This design comes from an exercise in tuning for small area, a short achievable clock period and few clock cycles per item on the open sky130 flow, not from production work. Where RTL was checked, it was by simulation tests only, not by an equivalence proof against the original. Power figures rest on the tool's default switching activity, not on a simulated workload.

==> build 19: inputs <==
## grid_linear_upsampler
module grid_linear_upsampler (
  input  logic        clk_i,
  input  logic        rst_ni,
  input  logic        in_valid_i,
  output logic        in_ready_o,
  input  logic [20:0] in_data_i,
  output logic        out_valid_o,
  input  logic        out_ready_i,
  output logic [9:0]  out_data_o,
  input  logic        cfg_we_i,
  input  logic [3:0]  cfg_data_i
);
clock: 8.0 ns
lec_check: 0
abc_clock_period_in_ps: 2500
cap_margin: 20
core_margin: 2
core_utilization: 40
place_density: 0.6
setup_slack_margin: 5
slew_margin: 20
run.sh (not shown) runs the stock make flow with config.mk's settings and CLKGATE_MAP_FILE= SYNTH_SCRIPT=/design/flow/synth_recipe.tcl, a recipe that flattens the netlist after the stock synthesis.
==> build 44 (differences from build 19) <==
--- a/flow/design.v
+++ b/flow/design.v
@@ -19,29 +19,30 @@
   logic [W-1:0] maj;
   assign s_o  = a_i ^ b_i ^ c_i;
   assign maj  = (a_i & b_i) | (a_i & c_i) | (b_i & c_i);
   assign cy_o = {maj[W-2:0], 1'b0};
 endmodule
 module gsu_mul_cs (
   input  logic [8:0]  d_i,
   input  logic [5:0]  w_i,
+  input  logic [11:0] k_i,
   output logic [14:0] s_o,
   output logic [14:0] c_o
 );
   logic [14:0] sd;
   logic [14:0] r0, r1, r2, r3, r4, k;
   logic [14:0] s1a, c1a, s1b, c1b, s2, c2;
   assign sd = {{6{d_i[8]}}, d_i};
   assign r0 = w_i[0] ? sd : '0;
   assign r1 = w_i[1] ? (sd << 1) : '0;
   assign r2 = w_i[2] ? (sd << 2) : '0;
   assign r3 = w_i[3] ? (sd << 3) : '0;
   assign r4 = w_i[5] ? (sd << 5) : (w_i[4] ? (sd << 4) : '0);
-  assign k  = 15'd10240;
+  assign k  = {k_i, 3'b000};
   gsu_csa u_l1a (.a_i(r0),  .b_i(r1),  .c_i(r2), .s_o(s1a), .cy_o(c1a));
   gsu_csa u_l1b (.a_i(r3),  .b_i(r4),  .c_i(k),  .s_o(s1b), .cy_o(c1b));
   gsu_csa u_l2  (.a_i(s1a), .b_i(c1a), .c_i(s1b), .s_o(s2),  .cy_o(c2));
   gsu_csa u_l3  (.a_i(s2),  .b_i(c2),  .c_i(c1b), .s_o(s_o), .cy_o(c_o));
 endmodule
 module gsu_div5_step (
   input  logic [2:0] rem_i,
   input  logic       bit_i,
@@ -144,75 +145,81 @@
     end
     e_o = '0;
     o_o = '0;
     for (int c = 0; c < 9; c += 2) e_o = e_o | (row[c] & {8{crd_i[c]}});
     for (int c = 1; c < 9; c += 2) o_o = o_o | (row[c] & {8{crd_i[c]}});
   end
 endmodule
 module gsu_queue #(
-  parameter int LIMIT = 4,    
-  parameter int NBUF  = 3     
+  parameter int LIMIT = 7,    
+  parameter int NBUF  = 6     
 ) (
   input  logic       clk_i,
   input  logic       rst_ni,
   input  logic       acc_i,       
   output logic       ready_o,
   input  logic       res_valid_i,
   input  logic [9:0] res_data_i,
   output logic       out_valid_o,
   input  logic       out_ready_i,
   output logic [9:0] out_data_o
 );
   localparam int CW = $clog2(LIMIT + 1);
-  logic [CW-1:0] owed_q, owed_d;
-  logic          ready_q;
-  logic          ov_q;
-  logic [9:0]    od_q;
-  logic [9:0]    buf_q [NBUF];
-  logic [NBUF-1:0] wp_q, rp_q;     
-  logic          bempty_q;
-  logic [NBUF:0] bcnt_q;           
-  logic          take, ofree, pop, push;
-  logic [9:0]    head;
+  logic [CW-1:0]   owed_q, owed_inc, owed_dec;
+  logic            below_q;            
+  logic            ready_q;
+  logic            ov_q;
+  logic [9:0]      od_q;
+  logic [9:0]      buf_q [NBUF];
+  logic [NBUF-1:0] wp_q, rp_q;         
+  logic [NBUF:0]   bcnt_q;             
+  logic            take, ofree, pop, push, up, dn;
+  logic [9:0]      head;
   assign take  = ov_q && out_ready_i;
   assign ofree = !ov_q || out_ready_i;
   assign pop   = ofree && !bcnt_q[0];
   assign push  = res_valid_i && !(ofree && bcnt_q[0]);
+  assign up    = res_valid_i && ov_q && !out_ready_i;
+  assign dn    = !bcnt_q[0] && !res_valid_i && ofree;
+  assign owed_inc = owed_q + CW'(1);
+  assign owed_dec = owed_q - CW'(1);
   always_comb begin
     head = '0;
     for (int i = 0; i < NBUF; i++) head = head | (buf_q[i] & {10{rp_q[i]}});
   end
-  always_comb begin
-    owed_d = owed_q;
-    if (acc_i && !take) owed_d = owed_q + CW'(1);
-    else if (!acc_i && take) owed_d = owed_q - CW'(1);
-  end
   always_ff @(posedge clk_i or negedge rst_ni) begin
     if (!rst_ni) begin
       owed_q  <= '0;
+      below_q <= 1'b1;
       ready_q <= 1'b0;
       ov_q    <= 1'b0;
       wp_q    <= NBUF'(1);
       rp_q    <= NBUF'(1);
       bcnt_q  <= (NBUF+1)'(1);
     end else begin
-      owed_q  <= owed_d;
-      ready_q <= !acc_i && (owed_d < CW'(LIMIT));
+      if (acc_i && !take) begin
+        owed_q  <= owed_inc;
+        below_q <= owed_inc < CW'(LIMIT);
+      end else if (!acc_i && take) begin
+        owed_q  <= owed_dec;
+        below_q <= 1'b1;
+      end
+      ready_q <= !acc_i && (below_q || take);
       if (ofree) ov_q <= !bcnt_q[0] || res_valid_i;
       if (push) wp_q <= {wp_q[NBUF-2:0], wp_q[NBUF-1]};
       if (pop)  rp_q <= {rp_q[NBUF-2:0], rp_q[NBUF-1]};
-      if (push && !pop) bcnt_q <= {bcnt_q[NBUF-1:0], 1'b0};
-      else if (pop && !push) bcnt_q <= {1'b0, bcnt_q[NBUF:1]};
+      if (up)      bcnt_q <= {bcnt_q[NBUF-1:0], 1'b0};
+      else if (dn) bcnt_q <= {1'b0, bcnt_q[NBUF:1]};
     end
   end
   always_ff @(posedge clk_i) begin
     if (ofree) od_q <= !bcnt_q[0] ? head : res_data_i;
     for (int i = 0; i < NBUF; i++) begin
-      if (push && wp_q[i]) buf_q[i] <= res_data_i;
+      if (res_valid_i && wp_q[i]) buf_q[i] <= res_data_i;
     end
   end
   assign ready_o     = ready_q;
   assign out_valid_o = ov_q;
   assign out_data_o  = od_q;
 endmodule
 module gsu_front (
   input  logic        cmd_i,
@@ -300,74 +307,68 @@
 module gsu_lerp_core #(
   parameter int SB = 1
 ) (
   input  logic          clk_i,
   input  logic          rst_ni,
   input  logic          v_i,
   input  logic [SB-1:0] sb_i,
   input  logic [8:0]    d_i,
-  input  logic [7:0]    x_i,
+  input  logic [11:0]   k_i,
   input  logic [5:0]    w_i,
   output logic          v_o,
   output logic [SB-1:0] sb_o,
-  output logic [7:0]    x_o,
-  output logic [8:0]    q_o
+  output logic [7:0]    h_o
 );
   logic          p2_v, p3_v, p4_v;
   logic [SB-1:0] p2_sb, p3_sb, p4_sb;
-  logic [7:0]    p2_x, p3_x, p4_x;
   logic [14:0] m_s, m_c;
   logic [14:0] p2_s, p2_c;
-  gsu_mul_cs u_mul (.d_i(d_i), .w_i(w_i), .s_o(m_s), .c_o(m_c));
+  gsu_mul_cs u_mul (.d_i(d_i), .w_i(w_i), .k_i(k_i), .s_o(m_s), .c_o(m_c));
   logic [14:0] sum3;
   logic [11:0] z;
   logic        q3a;
   logic [2:0]  r3a, r3;
   logic [1:0]  q3b;
   logic [2:0]  p3_q;
   logic [2:0]  p3_r;
   logic [5:0]  p3_z;
   gsu_add #(.W(15)) u_add3 (.a_i(p2_s), .b_i(p2_c), .ci_i(1'b0), .s_o(sum3));
   assign z = sum3[14:3];
   gsu_div5_step   u_d3a (.rem_i(z[11:9]), .bit_i(z[8]), .q_o(q3a), .rem_o(r3a));
   gsu_div5_steps2 #(.N(1)) u_d3b (.rem_i(r3a), .bits_i(z[7:6]), .q_o(q3b), .rem_o(r3));
   logic [5:0]  q4;
   logic [2:0]  r4;
-  logic [8:0]  p4_q;
+  logic [7:0]  p4_q;
   gsu_div5_steps2 #(.N(3)) u_d4 (.rem_i(p3_r), .bits_i(p3_z), .q_o(q4), .rem_o(r4));
   always_ff @(posedge clk_i or negedge rst_ni) begin
     if (!rst_ni) begin
       p2_v <= 1'b0;
       p3_v <= 1'b0;
       p4_v <= 1'b0;
     end else begin
       p2_v <= v_i;
       p3_v <= p2_v;
       p4_v <= p3_v;
     end
   end
   always_ff @(posedge clk_i) begin
     p2_sb <= sb_i;
-    p2_x  <= x_i;
     p2_s  <= m_s;
     p2_c  <= m_c;
     p3_sb <= p2_sb;
-    p3_x  <= p2_x;
     p3_q  <= {q3a, q3b};
     p3_r  <= r3;
     p3_z  <= z[5:0];
     p4_sb <= p3_sb;
-    p4_x  <= p3_x;
-    p4_q  <= {p3_q, q4};
+    p4_q  <= {p3_q[1:0], q4};
   end
   assign v_o  = p4_v;
   assign sb_o = p4_sb;
-  assign x_o  = p4_x;
-  assign q_o  = p4_q;
+  assign h_o  = p4_q;
 endmodule
 module grid_linear_upsampler (
   input  logic        clk_i,
   input  logic        rst_ni,
   input  logic        in_valid_i,
   output logic        in_ready_o,
   input  logic [20:0] in_data_i,
   output logic        out_valid_o,
@@ -401,17 +402,17 @@
       s1_p0 <= 1'b0;
       s1_p1 <= 1'b0;
     end else begin
       s1_p0 <= acc;
       s1_p1 <= s1_p0;
     end
   end
   always_ff @(posedge clk_i) begin
-    if (acc) s1_item <= in_data_i;
+    if (in_ready_o) s1_item <= in_data_i;
   end
   logic       f_we, f_rd;
   logic [1:0] f_st;
   logic [8:0] f_rsel, f_csel;
   logic [5:0] f_tr, f_tc;
   gsu_front u_front (
     .cmd_i    (s1_item[20]),
     .row_i    (s1_item[19:14]),
@@ -472,95 +473,92 @@
   always_ff @(posedge clk_i) begin
     s_ph <= d_ph;
     s_st <= d_st;
     s_tr <= d_tr;
     s_tc <= d_tc;
     s_e  <= r_e;
     s_o  <= r_o;
   end
-  logic [8:0] h_d1;
-  logic       hp1_v;
-  logic [8:0] hp1_sb;
-  logic [8:0] hp1_d;
-  logic [7:0] hp1_x;
-  logic [5:0] hp1_w;
-  gsu_add #(.W(9)) u_hsub (.a_i({1'b0, s_o}), .b_i(~{1'b0, s_e}), .ci_i(1'b1), .s_o(h_d1));
+  logic [8:0]  h_d1;
+  logic [11:0] h_k1;
+  logic        hp1_v;
+  logic [8:0]  hp1_sb;
+  logic [8:0]  hp1_d;
+  logic [11:0] hp1_k;
+  logic [5:0]  hp1_w;
+  gsu_add #(.W(9))  u_hsub (.a_i({1'b0, s_o}), .b_i(~{1'b0, s_e}), .ci_i(1'b1), .s_o(h_d1));
+  gsu_add #(.W(12)) u_hk   (.a_i({1'b0, 1'b1, s_e, 2'b00}), .b_i({3'b000, 1'b1, s_e}), .ci_i(1'b0),
+                            .s_o(h_k1));
   always_ff @(posedge clk_i or negedge rst_ni) begin
     if (!rst_ni) hp1_v <= 1'b0;
     else         hp1_v <= s_v;
   end
   always_ff @(posedge clk_i) begin
     hp1_sb <= {s_ph, s_st, s_tr};
     hp1_d  <= h_d1;
-    hp1_x  <= s_e;
+    hp1_k  <= h_k1;
     hp1_w  <= s_tc;
   end
   logic       h_v;
   logic [8:0] h_sb;
-  logic [7:0] h_x;
-  logic [8:0] h_q;
+  logic [7:0] h_h;
   gsu_lerp_core #(.SB(9)) u_hlerp (
     .clk_i  (clk_i),
     .rst_ni (rst_ni),
     .v_i    (hp1_v),
     .sb_i   (hp1_sb),
     .d_i    (hp1_d),
-    .x_i    (hp1_x),
+    .k_i    (hp1_k),
     .w_i    (hp1_w),
     .v_o    (h_v),
     .sb_o   (h_sb),
-    .x_o    (h_x),
-    .q_o    (h_q)
+    .h_o    (h_h)
   );
   logic       h_ph;
-  logic [8:0] j_q, j_k, j_s, j_c, j_sum;
   logic [7:0] he;
+  logic [8:0] j_d;
+  logic [11:0] j_k;
   assign h_ph = h_sb[8];
-  assign j_q  = {~h_q[8], h_q[7:0]};             
-  assign j_k  = h_ph ? ~{1'b0, he} : 9'd0;
-  gsu_csa #(.W(9)) u_jcsa (.a_i({1'b0, h_x}), .b_i(j_q), .c_i(j_k), .s_o(j_s), .cy_o(j_c));
-  gsu_add #(.W(9)) u_jadd (.a_i(j_s), .b_i(j_c), .ci_i(h_ph), .s_o(j_sum));
+  gsu_add #(.W(9))  u_jsub (.a_i({1'b0, h_h}), .b_i(~{1'b0, he}), .ci_i(1'b1), .s_o(j_d));
+  gsu_add #(.W(12)) u_jk   (.a_i({1'b0, 1'b1, he, 2'b00}), .b_i({3'b000, 1'b1, he}), .ci_i(1'b0),
+                            .s_o(j_k));
   always_ff @(posedge clk_i) begin
-    he <= j_sum[7:0];
+    he <= h_h;
   end
-  logic       vp1_v;
-  logic [1:0] vp1_sb;
-  logic [8:0] vp1_d;
-  logic [7:0] vp1_x;
-  logic [5:0] vp1_w;
+  logic        vp1_v;
+  logic [1:0]  vp1_sb;
+  logic [8:0]  vp1_d;
+  logic [11:0] vp1_k;
+  logic [5:0]  vp1_w;
   always_ff @(posedge clk_i or negedge rst_ni) begin
     if (!rst_ni) vp1_v <= 1'b0;
     else         vp1_v <= h_v && h_ph;
   end
   always_ff @(posedge clk_i) begin
     vp1_sb <= h_sb[7:6];
-    vp1_d  <= j_sum;
-    vp1_x  <= he;
+    vp1_d  <= j_d;
+    vp1_k  <= j_k;
     vp1_w  <= h_sb[5:0];
   end
   logic       v_v;
   logic [1:0] v_st;
-  logic [7:0] v_x;
-  logic [8:0] v_q;
   logic [7:0] v_h;
   gsu_lerp_core #(.SB(2)) u_vlerp (
     .clk_i  (clk_i),
     .rst_ni (rst_ni),
     .v_i    (vp1_v),
     .sb_i   (vp1_sb),
     .d_i    (vp1_d),
-    .x_i    (vp1_x),
+    .k_i    (vp1_k),
     .w_i    (vp1_w),
     .v_o    (v_v),
     .sb_o   (v_st),
-    .x_o    (v_x),
-    .q_o    (v_q)
+    .h_o    (v_h)
   );
-  gsu_add #(.W(8)) u_vadd (.a_i(v_x), .b_i(v_q[7:0]), .ci_i(1'b0), .s_o(v_h));
   gsu_queue #(.LIMIT(7), .NBUF(6)) u_queue (
     .clk_i       (clk_i),
     .rst_ni      (rst_ni),
     .acc_i       (acc),
     .ready_o     (in_ready_o),
     .res_valid_i (v_v),
     .res_data_i  ({v_h, v_st}),
     .out_valid_o (out_valid_o),
==> flow/config.mk (replaced) <==
export PLATFORM = sky130hd
export DESIGN_NAME = grid_linear_upsampler
export DESIGN_NICKNAME = grid_linear_upsampler
export VERILOG_FILES = /design/flow/design.v
export SDC_FILE = /design/flow/constraint.sdc
export NUM_CORES = 4
export LEC_CHECK = 0
export ABC_CLOCK_PERIOD_IN_PS = 2500
export CAP_MARGIN = 20
export CORE_MARGIN = 2
export CORE_UTILIZATION = 55
export CTS_BUF_LIST = sky130_fd_sc_hd__clkbuf_16
export CTS_CLUSTER_DIAMETER = 100
export CTS_CLUSTER_SIZE = 30
export PLACE_DENSITY = 0.7
export SETUP_SLACK_MARGIN = 5
export SLEW_MARGIN = 20
==> metrics.md <==
| Metric | Value |
|---|---|
| Result of the run | no timing/DRC/antenna violations |
| M1 wire length | approximately 40 mm |
| Combined buffer and inverter count along the critical path | 2 |
| Worst-path cell chain | clkdlybuf4s50_1 -> nand2_1 -> clkinvlp_4 -> xnor2_1 |
| Clock insertion delay at the later pin of the skew report | approximately 0.68 ns |
| Final estimated routing congestion in global placement | ~0.85 |
| Sequential logic power | just under 7 mW |
| Final Power | ~14 mW |
| Leakage | 17.18 nW |
| Die span in x | 328.1 um |
| Fin Clk Skew | about 0.07 ns |
| Synth Cell Area | ~42000 um^2 |
| Fraction of final layout cells sized beyond drive strength 1 | 11.88% |
(the above is from build 19)
==> metrics.md <==
| Metric | Value |
|---|---|
| Accumulated negative setup slack | 0 ns |
| Leakage | between 15 and 20 nW |
| Number of I/O port buffers | ~40 |
| Post-Route Hold Slack | 0.3340 ns |
| Highest signal layer in the routed design | met4 |
| Setup slack, reg-to-reg | around 5 ns |
| Clock insertion delay at the later pin of the skew report | around 0.63 ns |
| Share of cell area taken by muxes after synthesis | about 1.0% |
| Fraction of final layout cells sized beyond drive strength 1 | 6.594% |
| Worst-path cell chain | ha_1 -> inv_1 -> fa_2 -> nor2b_4 -> o2111ai_4 -> a31oi_4 -> mux2i_4 -> o22ai_2 -> mux2i_2 -> mux2_4 -> a221o_1 |
| Result of the run | no timing/DRC/antenna violations |
| Vias per Instance | between 6 and 7 |
| Sequential logic power | slightly below 7 mW |
| Synth Cell Area | ~42000 um^2 |
| Die span in x | approximately 280 um |
| M1 wire length | approximately 38 mm |
| Flip-flop and latch count after synthesis | 1037 |
| Placed instance count | 3952 |
| Signal buffers | a little under 100 |
| Fin Clk Skew | 0.02409 ns |
(the above is from build 44)
Testbench counts of build 44, summed over its fixed seeds: cycles 6,862, items 3,335.
For build 19, only the layout was checked, not whether the RTL still works.

-- port drivers added, routing unchanged --
No port has a modelled driver above. Below, the same layouts with a new extraction and two added sets of constraints. Step 1 assumes that a clkbuf_16 drives the clock port and a buf_2 every other input. Step 2 times the ports against the registers' clock, not the clock port: input delays grow and output delays shrink by t, the midpoint of the rising clock arrivals with the driver on. a / b / c = ideal ports / drivers / drivers and shift; a / b = the first two.
run | t (ns) | setup slack, ns | worst hold slack (ns) | worst setup path after step 2
build 19 | 0.741 | 4.960 / 4.993 / 4.266 | 0.291 / 0.291 / 0.291 | input to register
build 44 | 0.688 | 5.019 / 4.983 / 4.434 | 0.334 / 0.334 / 0.334 | input to register
After both steps setup and hold are still met in every run listed. The setup slack of build 19, which loses most, moves by +0.033 ns with the drivers and by -0.694 ns with both steps.
